From an optimization exercise on the open Yosys and OpenROAD flow, aimed at small area, a short achievable clock period and few clock cycles per item; shortcuts taken in it are not production practice.
The RTL was checked by simulation tests, not by an equivalence proof against the original design.
Power figures rest on the tool's default switching activity, not on a simulated workload.

## run 1
==> flow/design.v (excerpt) <==
module gray_quantizer_with_dither
(
  input  wire logic              clk,
  input  wire logic              rst_n,
  input  wire logic              in_valid,
  output logic                   in_ready,
  input  wire logic [23:0]       in_data,
  output logic                   out_valid,
  input  wire logic              out_ready,
  output logic [8:0]             out_data,
  input  wire logic              psel,
  input  wire logic              penable,
  input  wire logic              pwrite,
  input  wire logic [gqd_pkg::ADDR_W-1:0] paddr,
  input  wire logic [gqd_pkg::DATA_W-1:0] pwdata,
  output logic [gqd_pkg::DATA_W-1:0]      prdata,
  output logic                   pready
);
export LEC_CHECK = 0
export ABC_AREA = 1
export CAP_MARGIN = 0
export CORE_MARGIN = 2
export CORE_UTILIZATION = 45
export CTS_BUF_LIST = sky130_fd_sc_hd__clkbuf_4 sky130_fd_sc_hd__clkbuf_8
export CTS_CLUSTER_SIZE = 40
export SETUP_SLACK_MARGIN = 3.8
export SLEW_MARGIN = 0
create_clock -name core_clock -period 8.0 [get_ports {clk}]
run.sh (not shown) runs the stock make flow with config.mk's settings and CLKGATE_MAP_FILE= SYNTH_SCRIPT=/design/flow/synth_recipe.tcl, a recipe that flattens the netlist after the stock synthesis.
In summary, run 1 completed successfully, with a layout that passed the timing, design-rule and antenna checks.
Testbench counts of run 1, summed over its fixed seeds: cycles 131,552, pixels 131,072.
> inputs changed (run 1 -> run 2)
# run 1
export LEC_CHECK = 0
export ABC_AREA = 1
export CAP_MARGIN = 0
export CORE_MARGIN = 2
export CORE_UTILIZATION = 45
export CTS_BUF_LIST = sky130_fd_sc_hd__clkbuf_4 sky130_fd_sc_hd__clkbuf_8
export CTS_CLUSTER_SIZE = 40
export SETUP_SLACK_MARGIN = 3.8
export SLEW_MARGIN = 0
create_clock -name core_clock -period 8.0 [get_ports {clk}]
# run 2
export LEC_CHECK = 0
export ABC_AREA = 1
export CAP_MARGIN = 20
export CORE_MARGIN = 2
export CORE_UTILIZATION = 45
export CTS_BUF_LIST = sky130_fd_sc_hd__clkbuf_4 sky130_fd_sc_hd__clkbuf_8
export CTS_CLUSTER_SIZE = 40
export SETUP_SLACK_MARGIN = 3.0
export SLEW_MARGIN = 20
create_clock -name core_clock -period 8.0 [get_ports {clk}]
### Flow results
Re sequential share of cell area: run 1 was lower than run 2. For run 1, the endpoint of the worst setup timing path was prdata[2], unlike run 2, where it was prdata[1]. Looking at cell with the biggest individual delay on the critical path, the clkdlybuf4s50_1 result is from run 2; the clkinvlp_4 one comes from run 1. Die area: run 2 vs run 1, no meaningful difference. Run 2 ended up with a lower ratio of cells with drive above 1 in the final layout than run 1 did. ~same number of antenna violations at the first check in global routing in run 1 and run 2. Summary of run 2 over run 1: routed wire length saw a decrease; per-cell routed wire length saw an increase; detailed placer's ending HPWL saw an increase.
What run 3 does differently from run 2 at the input level:
# run 2
export LEC_CHECK = 0
export ABC_AREA = 1
export CAP_MARGIN = 20
export CORE_MARGIN = 2
export CORE_UTILIZATION = 45
export CTS_BUF_LIST = sky130_fd_sc_hd__clkbuf_4 sky130_fd_sc_hd__clkbuf_8
export CTS_CLUSTER_SIZE = 40
export SETUP_SLACK_MARGIN = 3.0
export SLEW_MARGIN = 20
create_clock -name core_clock -period 8.0 [get_ports {clk}]
# run 3
export LEC_CHECK = 0
export ABC_AREA = 1
export CAP_MARGIN = 20
export CORE_MARGIN = 2
export CORE_UTILIZATION = 45
export CTS_BUF_LIST = sky130_fd_sc_hd__clkbuf_4 sky130_fd_sc_hd__clkbuf_8
export CTS_CLUSTER_SIZE = 40
export SETUP_SLACK_MARGIN = 3.8
export SLEW_MARGIN = 20
export TNS_END_PERCENT = 50
create_clock -name core_clock -period 8.0 [get_ports {clk}]
--- outcome ---
Summary of the comparison: maximum single-stage delay on the critical path is lower in run 3, relative to run 2. Higher pin slew with the least headroom to its limit was reported by run 3, not run 2. As of run 3, wire length on met3 had fallen by a few percent compared to run 2. Global router's overall resource usage: run 3 vs run 2 down 0.18 points. | critical path depth | higher: run 2 |. Taking run 2 as the reference point, the worst vdd rail ir drop of run 3 falls by 16%. On cell depth of the worst flop-to-flop path: between run 3 and run 2, it ends up lower for run 3. Routed wire length essentially unchanged between run 3 and run 2. Final estimated routing congestion in global placement, run 3 vs run 2: down slightly.
Modified inputs, run 4 compared to run 3
# run 3
export LEC_CHECK = 0
export ABC_AREA = 1
export CAP_MARGIN = 20
export CORE_MARGIN = 2
export CORE_UTILIZATION = 45
export CTS_BUF_LIST = sky130_fd_sc_hd__clkbuf_4 sky130_fd_sc_hd__clkbuf_8
export CTS_CLUSTER_SIZE = 40
export SETUP_SLACK_MARGIN = 3.8
export SLEW_MARGIN = 20
export TNS_END_PERCENT = 50
create_clock -name core_clock -period 8.0 [get_ports {clk}]
# run 4
export LEC_CHECK = 0
export ABC_AREA = 1
export CAP_MARGIN = 20
export CORE_MARGIN = 2
export CORE_UTILIZATION = 45
export CTS_BUF_LIST = sky130_fd_sc_hd__clkbuf_4 sky130_fd_sc_hd__clkbuf_8
export CTS_CLUSTER_SIZE = 40
export SETUP_SLACK_MARGIN = 4.0
export SLEW_MARGIN = 20
create_clock -name core_clock -period 8.0 [get_ports {clk}]
==> comparison <==
Run 4 vs run 3, source of the critical timing path: paddr[3] vs paddr[2]
Length in cells of the worst reg-to-reg path is lower on run 3
Diff run 3 -> run 4: total power +11%; global-route wire length before repair went up.
Here is what was changed in the inputs of run 5 compared with run 4.
# run 4
export LEC_CHECK = 0
export ABC_AREA = 1
export CAP_MARGIN = 20
export CORE_MARGIN = 2
export CORE_UTILIZATION = 45
export CTS_BUF_LIST = sky130_fd_sc_hd__clkbuf_4 sky130_fd_sc_hd__clkbuf_8
export CTS_CLUSTER_SIZE = 40
export SETUP_SLACK_MARGIN = 4.0
export SLEW_MARGIN = 20
create_clock -name core_clock -period 8.0 [get_ports {clk}]
# run 5
export LEC_CHECK = 0
export ABC_AREA = 1
export CAP_MARGIN = 20
export CORE_MARGIN = 2
export CORE_UTILIZATION = 45
export CTS_BUF_LIST = sky130_fd_sc_hd__clkbuf_4 sky130_fd_sc_hd__clkbuf_8
export CTS_CLUSTER_SIZE = 40
export SETUP_SLACK_MARGIN = 3.8
export SLEW_MARGIN = 20
create_clock -name core_clock -period 8.0 [get_ports {clk}]
==> comparison <==
Est. power | run 5 vs run 4 | run 5 lower. Compared with run 4, run 5 shows clock distribution power lower by 20%. Summary of run 5 over run 4: combined flip-flop and latch cell area roughly the same, area share of buffers outside the clock network dropped 1.1 points, clock distribution area overhead in the final layout went down, final clock period utilization by the worst path grew by 0.87 points, fraction of met3 tracks used by global routing grew by 0.26 points. Relative to run 4, run 5 degrades slack of the critical path. Wire length of the first global-routing pass on run 5 is ahead of run 4. Against run 4, the final cell area of run 5 is lower. Looking at relative contribution of combinational cells to total power, run 5 sits 1.5 points lower than run 4 does.

static timing again, ports no longer ideal:
No port has a modelled driver above. Below, the same layouts with a new extraction and two added sets of constraints.
Step 1, drivers: a clkbuf_16 drives clk and a buf_2 each remaining input, both assumed.
Step 2, shift: input delay + t, output delay - t, t = (earliest + latest rising clock arrival at the registers) / 2. This alone moves slack from input paths to output paths.
a / b / c = ideal / step 1 / step 2; a / b = the first two.
| run | t (ns) | setup WS [ns] | worst setup path at the end | worst slew at a driven data input, ns |
|---|---|---|---|---|
| run 1 | 0.516 | 3.819 / 3.795 / 3.795 | input to output | 0.04 |
| run 2 | 0.529 | 3.188 / 3.165 / 3.165 | input to output | 0.05 |
| run 3 | 0.516 | 3.793 / 3.770 / 3.770 | input to output | 0.05 |
| run 4 | 0.516 | 3.889 / 3.841 / 3.841 | input to output | 0.06 |
| run 5 | 0.516 | 3.819 / 3.795 / 3.795 | input to output | 0.04 |
After both steps setup and hold are still met in every run listed. For run 4, which loses most, drivers alone change the setup slack by -0.048 ns; drivers and shift together by -0.048 ns.
